What follows belongs to an exercise in optimizing a design on an open flow for small area, a short achievable clock period and few clock cycles per item; a production flow would make more cautious choices. Only simulation tests tie the RTL to the original design; equivalence was not proved.

`run.sh`:
```
#!/bin/bash
# synth_recipe.tcl (not shown) runs the flow's synth.tcl, then flattens the netlist and writes it again
# the make line also repeats each setting of config.mk as NAME=value (left out here)
make -C /OpenROAD-flow-scripts/flow DESIGN_CONFIG=/design/flow/config.mk WORK_HOME=/design/flow/orfs CLKGATE_MAP_FILE= SYNTH_SCRIPT=/design/flow/synth_recipe.tcl finish
```
`design.v`:
```
package cheb_pkg;
  localparam int FRAC_BITS  = 30;
  localparam int MAX_DEGREE = 63;
  localparam int ACT_W   = 2;
  localparam int DEG_W   = 6;
  localparam int POINT_W = 32;
  localparam int VAL_W   = 63;
  localparam int IN_TDATA_W  = ((DEG_W + POINT_W + 7) / 8) * 8;
  localparam int OUT_TDATA_W = ((VAL_W + 7) / 8) * 8;
  localparam int OPA_W  = POINT_W + 1;
  localparam int LO_W   = 32;
  localparam int HI_W   = VAL_W - LO_W;
  localparam int MUL_W  = OPA_W + LO_W;
  localparam int PROD_W = OPA_W + VAL_W;
  localparam int CNT_W = $clog2(MAX_DEGREE + 2);
  localparam int DIV_BITS = VAL_W + FRAC_BITS;
  localparam int DCNT_W   = $clog2(DIV_BITS);
  localparam int REM_W    = VAL_W + 1;
  localparam int QUO_W    = 64;
  localparam logic [VAL_W-1:0] VMAX   = {1'b0, {(VAL_W-1){1'b1}}};
  localparam logic [VAL_W-1:0] VMIN   = {1'b1, {(VAL_W-1){1'b0}}};
  localparam logic [VAL_W-1:0] ONE_FX = VAL_W'(1) << FRAC_BITS;
  localparam logic [PROD_W-1:0] LIM_P  = PROD_W'(1) << (VAL_W - 1);
  localparam logic [PROD_W-1:0] VMAX_P = LIM_P - PROD_W'(1);
  localparam logic [PROD_W-1:0] OVF_P  = LIM_P << 1;
  localparam logic [PROD_W-1:0] HALF_P = PROD_W'(1) << (FRAC_BITS - 1);
  localparam logic [ACT_W-1:0] ACT_T  = 2'd0;
  localparam logic [ACT_W-1:0] ACT_U  = 2'd1;
  localparam logic [ACT_W-1:0] ACT_DU = 2'd2;
  typedef enum logic [3:0] {
    S_IDLE,
    S_OPS,
    S_MLO,
    S_MHI,
    S_ACC,
    S_RND,
    S_SUB,
    S_DLOAD,
    S_DIV,
    S_DRND,
    S_DSAT,
    S_DONE
  } state_e;
  typedef enum logic [2:0] {
    PH_DEN,
    PH_TREC,
    PH_UREC,
    PH_KT,
    PH_XU
  } phase_e;
endpackage
module chebyshev_polynomial_evaluator (
  input  logic                                clk_i,
  input  logic                                rst_ni,
  input  logic                                s_axis_tvalid,
  output logic                                s_axis_tready,
  input  logic [cheb_pkg::IN_TDATA_W-1:0]     s_axis_tdata,
  input  logic [cheb_pkg::ACT_W-1:0]          s_axis_tuser,
  output logic                                m_axis_tvalid,
  input  logic                                m_axis_tready,
  output logic [cheb_pkg::OUT_TDATA_W-1:0]    m_axis_tdata,
  output logic                                m_axis_tuser
);
  localparam int VAL_W  = cheb_pkg::VAL_W;
  localparam int OPA_W  = cheb_pkg::OPA_W;
  localparam int PROD_W = cheb_pkg::PROD_W;
  localparam int CNT_W  = cheb_pkg::CNT_W;
  localparam int REM_W  = cheb_pkg::REM_W;
  function automatic logic [VAL_W-1:0] sat_mag(input logic neg,
                                               input logic [PROD_W-1:0] m);
    logic [VAL_W-1:0] r;
    if (neg) begin
      r = (m >= cheb_pkg::LIM_P) ? cheb_pkg::VMIN : VAL_W'(0) - m[VAL_W-1:0];
    end else begin
      r = (m > cheb_pkg::VMAX_P) ? cheb_pkg::VMAX : m[VAL_W-1:0];
    end
    sat_mag = r;
  endfunction
  function automatic logic [VAL_W-1:0] sat_diff(input logic [VAL_W:0] d);
    logic [VAL_W-1:0] r;
    if (d[VAL_W] != d[VAL_W-1]) begin
      r = d[VAL_W] ? cheb_pkg::VMIN : cheb_pkg::VMAX;
    end else begin
      r = d[VAL_W-1:0];
    end
    sat_diff = r;
  endfunction
  function automatic logic [VAL_W-1:0] mag63(input logic [VAL_W-1:0] v);
    mag63 = v[VAL_W-1] ? VAL_W'(0) - v : v;
  endfunction
  cheb_pkg::state_e state_q, state_d;
  cheb_pkg::phase_e phase_q, phase_d;
  logic             out_valid_q;
  logic [cheb_pkg::ACT_W-1:0]   action_q;
  logic [cheb_pkg::POINT_W-1:0] x_q;
  logic [CNT_W-1:0]             n_q;
  logic [CNT_W-1:0]             cnt_q;
  logic [VAL_W-1:0]             a_q;     
  logic [VAL_W-1:0]             b_q;     
  logic [VAL_W-1:0]             t_q;     
  logic [VAL_W-1:0]             den_q;   
  logic [VAL_W-1:0]             value_q;
  logic                         status_q;
  logic [OPA_W-1:0]             amag_q;
  logic [VAL_W-1:0]             bmag_q;
  logic                         neg_q;
  logic                         round_q;
  logic [cheb_pkg::MUL_W-1:0]   pp0_q, pp1_q;
  logic [PROD_W-1:0]            sum_q;
  logic [VAL_W-1:0]             r_q;
  logic [cheb_pkg::DIV_BITS-1:0] dvd_q;
  logic [VAL_W-1:0]              dsor_q;
  logic [REM_W-1:0]              rem_q;
  logic [cheb_pkg::QUO_W-1:0]    quo_q;
  logic                          over_q;
  logic [cheb_pkg::DCNT_W-1:0]   dcnt_q;
  logic [VAL_W-1:0] out_value_q;
  logic             out_status_q;
  logic [cheb_pkg::DEG_W-1:0]   deg_in;
  logic [cheb_pkg::POINT_W-1:0] point_in;
  logic [CNT_W-1:0]             n_in;
  logic [VAL_W-1:0]             point_ext;
  logic                         in_fire;
  assign deg_in    = s_axis_tdata[cheb_pkg::DEG_W-1:0];
  assign point_in  = s_axis_tdata[cheb_pkg::DEG_W +: cheb_pkg::POINT_W];
  assign n_in      = (CNT_W'(deg_in) > CNT_W'(cheb_pkg::MAX_DEGREE)) ?
                     CNT_W'(cheb_pkg::MAX_DEGREE) : CNT_W'(deg_in);
  assign point_ext = {{(VAL_W-cheb_pkg::POINT_W){point_in[cheb_pkg::POINT_W-1]}}, point_in};
  assign in_fire   = s_axis_tvalid && s_axis_tready;
  logic [VAL_W-1:0] x_ext;
  logic [OPA_W-1:0] x_a, x2_a, k_a;
  logic [OPA_W-1:0] opa;
  logic [VAL_W-1:0] opb;
  logic             op_round;
  logic             rec_fin;
  assign x_ext = {{(VAL_W-cheb_pkg::POINT_W){x_q[cheb_pkg::POINT_W-1]}}, x_q};
  assign x_a   = {x_q[cheb_pkg::POINT_W-1], x_q};
  assign x2_a  = {x_q, 1'b0};
  assign k_a   = OPA_W'(n_q) + OPA_W'(1);
  assign rec_fin = ((phase_q == cheb_pkg::PH_TREC) || (phase_q == cheb_pkg::PH_UREC)) &&
                   (cnt_q == '0);
  always_comb begin
    case (phase_q)
      cheb_pkg::PH_TREC, cheb_pkg::PH_UREC: begin
        opa = x2_a;  opb = b_q;   op_round = 1'b1;
      end
      cheb_pkg::PH_KT: begin
        opa = k_a;   opb = t_q;   op_round = 1'b0;
      end
      cheb_pkg::PH_XU: begin
        opa = x_a;   opb = b_q;   op_round = 1'b1;
      end
      default: begin
        opa = x_a;   opb = x_ext; op_round = 1'b1;
      end
    endcase
  end
  logic [cheb_pkg::LO_W-1:0]  mul_chunk;
  logic [cheb_pkg::MUL_W-1:0] mul_p;
  assign mul_chunk = (state_q == cheb_pkg::S_MHI) ?
                     cheb_pkg::LO_W'(bmag_q[VAL_W-1:cheb_pkg::LO_W]) :
                     bmag_q[cheb_pkg::LO_W-1:0];
  assign mul_p     = cheb_pkg::MUL_W'(amag_q) * cheb_pkg::MUL_W'(mul_chunk);
  logic [VAL_W:0]   diff;
  logic [VAL_W-1:0] sub_c;
  always_comb begin
    case (phase_q)
      cheb_pkg::PH_DEN:  diff = {r_q[VAL_W-1], r_q} - {1'b0, cheb_pkg::ONE_FX};
      cheb_pkg::PH_KT:   diff = {r_q[VAL_W-1], r_q};
      cheb_pkg::PH_XU:   diff = {t_q[VAL_W-1], t_q} - {r_q[VAL_W-1], r_q};
      default:           diff = {r_q[VAL_W-1], r_q} - {a_q[VAL_W-1], a_q};
    endcase
  end
  assign sub_c = sat_diff(diff);
  logic [REM_W-1:0] rem_sh, rem_nx;
  logic             div_ge, div_rnd;
  assign rem_sh  = {rem_q[REM_W-2:0], dvd_q[cheb_pkg::DIV_BITS-1]};
  assign div_ge  = rem_sh >= REM_W'(dsor_q);
  assign rem_nx  = div_ge ? rem_sh - REM_W'(dsor_q) : rem_sh;
  assign div_rnd = {rem_q, 1'b0} >= (REM_W + 1)'(dsor_q);
  always_comb begin
    state_d = state_q;
    phase_d = phase_q;
    unique case (state_q)
      cheb_pkg::S_IDLE: begin
        if (in_fire) begin
          unique case (s_axis_tuser)
            cheb_pkg::ACT_T:  begin state_d = cheb_pkg::S_OPS; phase_d = cheb_pkg::PH_TREC; end
            cheb_pkg::ACT_U:  begin state_d = cheb_pkg::S_OPS; phase_d = cheb_pkg::PH_UREC; end
            cheb_pkg::ACT_DU: begin state_d = cheb_pkg::S_OPS; phase_d = cheb_pkg::PH_DEN;  end
            default:          state_d = cheb_pkg::S_DONE;
          endcase
        end
      end
      cheb_pkg::S_OPS: begin
        if (!rec_fin) begin
          state_d = cheb_pkg::S_MLO;
        end else if (action_q != cheb_pkg::ACT_DU) begin
          state_d = cheb_pkg::S_DONE;
        end else if (phase_q == cheb_pkg::PH_TREC) begin
          phase_d = cheb_pkg::PH_UREC;
        end else begin
          phase_d = cheb_pkg::PH_KT;
        end
      end
      cheb_pkg::S_MLO: state_d = cheb_pkg::S_MHI;
      cheb_pkg::S_MHI: state_d = cheb_pkg::S_ACC;
      cheb_pkg::S_ACC: state_d = cheb_pkg::S_RND;
      cheb_pkg::S_RND: state_d = cheb_pkg::S_SUB;
      cheb_pkg::S_SUB: begin
        unique case (phase_q)
          cheb_pkg::PH_DEN: begin
            if (sub_c == '0) begin
              state_d = cheb_pkg::S_DONE;
            end else begin
              state_d = cheb_pkg::S_OPS;
              phase_d = cheb_pkg::PH_TREC;
            end
          end
          cheb_pkg::PH_KT: begin
            state_d = cheb_pkg::S_OPS;
            phase_d = cheb_pkg::PH_XU;
          end
          cheb_pkg::PH_XU: state_d = cheb_pkg::S_DLOAD;
          default:         state_d = cheb_pkg::S_OPS;
        endcase
      end
      cheb_pkg::S_DLOAD: state_d = cheb_pkg::S_DIV;
      cheb_pkg::S_DIV:   if (dcnt_q == '0) state_d = cheb_pkg::S_DRND;
      cheb_pkg::S_DRND:  state_d = cheb_pkg::S_DSAT;
      cheb_pkg::S_DSAT:  state_d = cheb_pkg::S_DONE;
      cheb_pkg::S_DONE: begin
        if (!out_valid_q || m_axis_tready) state_d = cheb_pkg::S_IDLE;
      end
      default: state_d = cheb_pkg::S_IDLE;
    endcase
  end
  logic load_out;
  always_comb begin
    s_axis_tready = 1'b0;
    load_out      = 1'b0;
    unique case (state_q)
      cheb_pkg::S_IDLE: s_axis_tready = 1'b1;
      cheb_pkg::S_DONE: load_out      = !out_valid_q || m_axis_tready;
      default: ;
    endcase
  end
  always_ff @(posedge clk_i or negedge rst_ni) begin
    if (!rst_ni) begin
      state_q     <= cheb_pkg::S_IDLE;
      phase_q     <= cheb_pkg::PH_DEN;
      out_valid_q <= 1'b0;
    end else begin
      state_q <= state_d;
      phase_q <= phase_d;
      if (load_out) begin
        out_valid_q <= 1'b1;
      end else if (m_axis_tready) begin
        out_valid_q <= 1'b0;
      end
    end
  end
  always_ff @(posedge clk_i) begin
    case (state_q)
      cheb_pkg::S_IDLE: begin
        if (in_fire) begin
          action_q <= s_axis_tuser;
          x_q      <= point_in;
          n_q      <= n_in;
          cnt_q    <= n_in;
          status_q <= 1'b0;
          value_q  <= '0;
          a_q      <= (s_axis_tuser == cheb_pkg::ACT_T) ? point_ext : '0;
          b_q      <= cheb_pkg::ONE_FX;
        end
      end
      cheb_pkg::S_OPS: begin
        if (rec_fin) begin
          value_q <= b_q;
          if (phase_q == cheb_pkg::PH_TREC) begin
            t_q   <= b_q;
            a_q   <= '0;
            b_q   <= cheb_pkg::ONE_FX;
            cnt_q <= n_q;
          end
        end else begin
          amag_q  <= opa[OPA_W-1] ? OPA_W'(0) - opa : opa;
          bmag_q  <= mag63(opb);
          neg_q   <= opa[OPA_W-1] ^ opb[VAL_W-1];
          round_q <= op_round;
        end
      end
      cheb_pkg::S_MLO: pp0_q <= mul_p;
      cheb_pkg::S_MHI: pp1_q <= mul_p;
      cheb_pkg::S_ACC: begin
        sum_q <= PROD_W'(pp0_q) + (PROD_W'(pp1_q) << cheb_pkg::LO_W) +
                 (round_q ? cheb_pkg::HALF_P : PROD_W'(0));
      end
      cheb_pkg::S_RND: begin
        r_q <= sat_mag(neg_q, round_q ? (sum_q >> cheb_pkg::FRAC_BITS) : sum_q);
      end
      cheb_pkg::S_SUB: begin
        case (phase_q)
          cheb_pkg::PH_DEN: begin
            den_q <= sub_c;
            if (sub_c == '0) begin
              status_q <= 1'b1;
              value_q  <= '0;
            end
            a_q   <= x_ext;
            b_q   <= cheb_pkg::ONE_FX;
            cnt_q <= n_q + CNT_W'(1);
          end
          cheb_pkg::PH_KT: t_q <= sub_c;
          cheb_pkg::PH_XU: a_q <= sub_c;
          default: begin
            a_q   <= b_q;
            b_q   <= sub_c;
            cnt_q <= cnt_q - CNT_W'(1);
          end
        endcase
      end
      cheb_pkg::S_DLOAD: begin
        neg_q  <= a_q[VAL_W-1] ^ den_q[VAL_W-1];
        dvd_q  <= {mag63(a_q), {cheb_pkg::FRAC_BITS{1'b0}}};
        dsor_q <= mag63(den_q);
        rem_q  <= '0;
        quo_q  <= '0;
        over_q <= 1'b0;
        dcnt_q <= cheb_pkg::DCNT_W'(cheb_pkg::DIV_BITS - 1);
      end
      cheb_pkg::S_DIV: begin
        dvd_q  <= dvd_q << 1;
        rem_q  <= rem_nx;
        quo_q  <= {quo_q[cheb_pkg::QUO_W-2:0], div_ge};
        if (quo_q[cheb_pkg::QUO_W-1:cheb_pkg::QUO_W-2] != '0) over_q <= 1'b1;
        dcnt_q <= dcnt_q - cheb_pkg::DCNT_W'(1);
      end
      cheb_pkg::S_DRND: begin
        sum_q <= over_q ? cheb_pkg::OVF_P :
                 PROD_W'(quo_q) + PROD_W'(div_rnd);
      end
      cheb_pkg::S_DSAT: value_q <= sat_mag(neg_q, sum_q);
      default: ;
    endcase
    if (load_out) begin
      out_value_q  <= value_q;
      out_status_q <= status_q;
    end
  end
  assign m_axis_tvalid = out_valid_q;
  assign m_axis_tdata  = cheb_pkg::OUT_TDATA_W'(out_value_q);
  assign m_axis_tuser  = out_status_q;
endmodule
```
`config.mk`:
```
export PLATFORM = sky130hd
export DESIGN_NAME = chebyshev_polynomial_evaluator
export DESIGN_NICKNAME = chebyshev_polynomial_evaluator
export VERILOG_FILES = /design/flow/design.v
export SDC_FILE = /design/flow/constraint.sdc
export NUM_CORES = 4
export LEC_CHECK = 0
export CAP_MARGIN = 20
export CORE_MARGIN = 2
export CORE_UTILIZATION = 40
export SLEW_MARGIN = 20
```
`constraint.sdc`:
```
create_clock -name core_clock -period 11.0 [get_ports {clk_i}]
set_input_delay 2.2000 -clock core_clock [delete_from_list [all_inputs] [get_ports {clk_i}]]
set_output_delay 2.2000 -clock core_clock [all_outputs]
set_load 0.01 [all_outputs]
```
==> summary.log <==
[outcome] outcome timing/DRC/antenna clean
[setup_path] CP max-delay cell sky130_fd_sc_hd__mux2_2
[logic_synthesis] top area cells in the synthesized netlist sky130_fd_sc_hd__edfxtp_1 31%, sky130_fd_sc_hd__fa_1 18%, sky130_fd_sc_hd__ha_1 6.0%
[logic_synthesis] Yosys top cell area share 0.306
[logic_synthesis] Synth Instances 11459
[clock_network] clock insertion delay at the later pin of the skew report 0.82 ns
[timing] setup repair after global routing missed its margin no
[setup_path] required time reported for the critical path endpoint 11.55 ns
[finish] fill cell instance count of the final layout 25498
[clock_network] clock tree from TritonCTS yes
[global_routing] antenna violations before repair 30
[floorplan] die height 518 um
[floorplan] Horiz. Die Dim 518 um
[logic_synthesis] async set-reset flop share out of synthesis 0.00739
[logic_synthesis] flip-flop cell with the highest count after synthesis sky130_fd_sc_hd__edfxtp_1
[setup_path] reg-to-reg critical path startpoint state_q[2]
[logic_synthesis] register bit total from synthesis 1083
[global_routing] Total GRT Usage 0.298
[timing] final setup slack of the worst path 0.403 ns
[timing] period utilization 0.963
[finish] Design Area, Final 0.115 sq mm
[timing] Worst Clk Skew 0.0619 ns
[logic_synthesis] most repeated cell in the gate-level netlist after synthesis sky130_fd_sc_hd__nand2_1
[setup_path] CP Class reg -> reg
[setup_path] Reg2Reg Depth 35
[logic_synthesis] top cells by count, synth 1380 x sky130_fd_sc_hd__nand2_1, 1356 x sky130_fd_sc_hd__inv_1, 1075 x sky130_fd_sc_hd__edfxtp_1, 929 x sky130_fd_sc_hd__fa_1, 707 x sky130_fd_sc_hd__o21ai_0
[clock_network] Longest Clk Path Bufs 3
[placed_design] number of port buffers 109
[drt] iteration-0 DRC count of the detailed router 10397
[hold_path] Worst Hold Endpoint out_value_q[49]
[timing] sum of negative setup slack 0 ns
[setup_path] capturing point of the worst reg2reg path pp1_q[57]
[drt] total detailed-routing wirelength 408000 um
[floorplan] Core Region 0.263 sq mm
[finish] Syn-to-layout area delta 8.80%
[logic_synthesis] mean cell area of the mapped netlist 9.21 sq um
[finish] proportion of layout cells with a drive suffix above 1 0.0540
[logic_synthesis] part of the Yosys area used for sequential elements 0.308
[setup_path] Worst Path Arrival 11.15 ns
[setup_path] cell with the most instances on the worst path sky130_fd_sc_hd__fa_1
[setup_path] critical path fanouts, max 33
[global_routing] pin count of the biggest net entering global routing 142
[logic_synthesis] EDFF count, synth 1075
[floorplan] IO Count 113
[global_routing] number of global-route vias before repair 86714
[logic_synthesis] largest area contributor in the synthesized netlist sky130_fd_sc_hd__edfxtp_1
[drt] vias per cell 5.97
[placed_design] worst setup slack before clock tree synthesis 0.482 ns
[clock_network] clock net sink count 1083
[timing] Period minus WS final 10.60 ns
[drt] number of vias in the routed layout 88962
[setup_path] Critical Path Start Type register
[drt] number of detailed-routing iterations run before antenna repair 6
[finish] sequential cell area 0.0325 sq mm
[global_routing] wire length of the first global-routing pass 593000 um
[clock_network] clock-pin transition on the worst setup and hold timing paths 0.06 ns
[drt] post-detailed-route wirelength per cell 27.4 um
[finish] Multi-input gate area 0.0657 sq mm
[clock_network] Num CTS Buffers 119
[logic_synthesis] Unique masters post-synth 99
[setup_path] worst reg2reg setup slack 0.40 ns
[timing] measured slew at the worst slew-check pin 1.29 ns
[finish] nets 12749
[setup_path] worst stage delay on the critical path 0.62 ns
[timing] Max Slew Vio Count 0
[run] max-cap viol count 0
[floorplan] floorplan die area 0.268 sq mm
[global_routing] GR Overflow Total 0
[floorplan] number of cell rows 188
[floorplan] effective utilization at floorplan 0.402
[clock_network] clock tree root driver cell sky130_fd_sc_hd__clkbuf_16
[setup_path] capturing element type of the critical path register
[hold_path] Hold Path Class reg -> reg
[logic_synthesis] Syn Std Cell Area 0.106 sq mm
[placed_design] DP Area 0.111 sq mm
[hold_path] hold path depth 0
[logic_synthesis] Synthesis Warnings 1
[hold_path] Worst Min Path Start value_q[49]
[logic_synthesis] post-synth net total 12938
[timing] normalized max-slew margin 0.125
[clock_network] # Post-CTS Setup Buffers 0
[drt] antenna-violating nets left 0
[placed_design] detailed placer's ending HPWL 320000 um
[timing] number of setup violations in the final report 0
[finish] Util after Layout 0.437
[timing] maximum clock frequency 94.4 MHz
[timing] Final Hold Violating Endpoints 0
[placed_design] final weighted congestion of routability-driven global placement 0.991
[drt] # DRC 0
[clock_network] CTS H-tree lvls 3
## sequential cells by signal, indices dropped and copies added (netlist names), 33 cells and up
name         cells
bmag_q          63
a_q             63
t_q             63
b_q             63
rem_q           64
pp1_q           64
quo_q           64
amag_q          33
pp0_q           65
dvd_q           63
sum_q           96
value_q         63
r_q             63
den_q           63
out_value_q     63
dsor_q          63
## logic make-up (layout without fill, tap and decap cells)
logic type	count (synthesis)	count (layout)	synth area share
other	1	12	0.0000355
AND/OR/NAND/NOR	3669	3669	0.167
adder cells (fa/ha/maj)	1467	1467	0.239
AO/OA/AOI/OAI	2417	2417	0.143
XOR/XNOR	504	504	0.0418
flip-flops	1083	1083	0.308
buffers and inverters	2023	1936	0.0722
multiplexers	295	295	0.0288
## critical path, delay by kind of cell (launching register included)
family | cells | cell delay [ns]
mux | 1 | 0.62
simple gates | 5 | 1.06
fa+ha+maj | 9 | 4.14
buf+inv | 10 | 1.52
xor+xnor | 1 | 0.17
compound gates | 9 | 2.19
flops | 1 | 0.56
## timing repair
item                       CTS  global route
setup endpoints to repair    0             1
hold buffers                 0             0
resized for setup            0             1
## metrics by stage
stage	cells	hold WS, ns
finish	14898	0.375
global route	14887	0.403
CTS	14885	0.389
detailed placement	14662	0.405
global placement	14661	0.407
floorplan	11459	0.400
## layout make-up
class                           instances  share of cell area
Multi-Input combinational cell       8353               0.572
Clock inverter                         88             0.00933
Inverter                             1362              0.0445
Clock buffer                          135              0.0266
Antenna cell                           11            0.000240
Timing Repair Buffer                  351              0.0260
Tap cell                             3515              0.0383
Sequential cell                      1083               0.283
## worst max-delay path by stage
stage / startpoint / to / cells after the start
after floorplan: phase_q[0] / b_q[0] / 10
final: state_q[2] / pp1_q[57] / 35
after detailed placement: state_q[2] / pp0_q[57] / 34
after global routing: state_q[2] / pp1_q[57] / 35
after global placement: state_q[2] / pp1_q[57] / 34
after CTS: state_q[2] / pp1_q[57] / 34
## per-layer routing
metal  share of wire  vias to the layer above  track usage  wire length, um
met5         0.00028                        -            0              115
met4           0.059                       16        0.147            24000
met3           0.095                      830       0.0520            38800
met2            0.44                     4603        0.461           181000
met1            0.40                    44647        0.404           164000
li1                -                    38866            -                -
## placed cells by master (no fill, tap or decap), drive strengths merged, types with 31 or more instances in the layout
cell type,Yosys,layout
nand2,1380,1380
inv,1358,1370
edfxtp,1075,1075
fa,929,929
o21ai,715,715
nor2,684,684
a21oi,616,616
and2,561,561
ha,504,504
xnor2,336,336
buf,65,241
mux2i,224,224
a21o,203,203
nor3,188,188
nand3,181,181
xor2,168,168
clkbuf,596,136
and3,132,132
nand4,123,123
clkdlybuf4s50,0,109
a211oi,101,101
or3,94,94
a22oi,82,82
mux2,71,71
a31oi,69,69
a221oi,66,66
o22ai,65,65
nor4,64,64
nand2b,63,63
o31ai,63,63
o21a,62,62
o211ai,58,58
o21bai,52,52
nor2b,48,48
clkinv,4,47
maj3,34,34
nor3b,31,31
Testbench counts, summed over its fixed seeds: cycles 260,569, items 1,600.

==> port drivers added, routing unchanged <==
No port has a modelled driver above. Below, the same layout with a new extraction and two added sets of constraints. Step 1 (the two cells are an assumption about what drives the block):
set clk [get_ports {clk_i}]
set_driving_cell -lib_cell sky130_fd_sc_hd__clkbuf_16 $clk
set_driving_cell -lib_cell sky130_fd_sc_hd__buf_2 [delete_from_list [all_inputs] $clk]
Step 2 adds t to the input delays and takes it off the output delays; t is the mean of the earliest and latest rising clock arrival at the registers after step 1. Input paths then give back, and output paths get back, about the clock's delay inside the block. a / b / c = no drivers / after step 1 / after step 2; a / b = the first two.
shift t [ns]: 0.883
setup WS [ns]: 0.403 / 0.403 / 0.403
worst setup path at the end: register to register
worst register clock-pin slew, ns: 0.07 / 0.07
After both steps setup and hold are still met in this run. For this run, drivers alone change the setup slack by 0.000 ns; drivers and shift together by 0.000 ns.
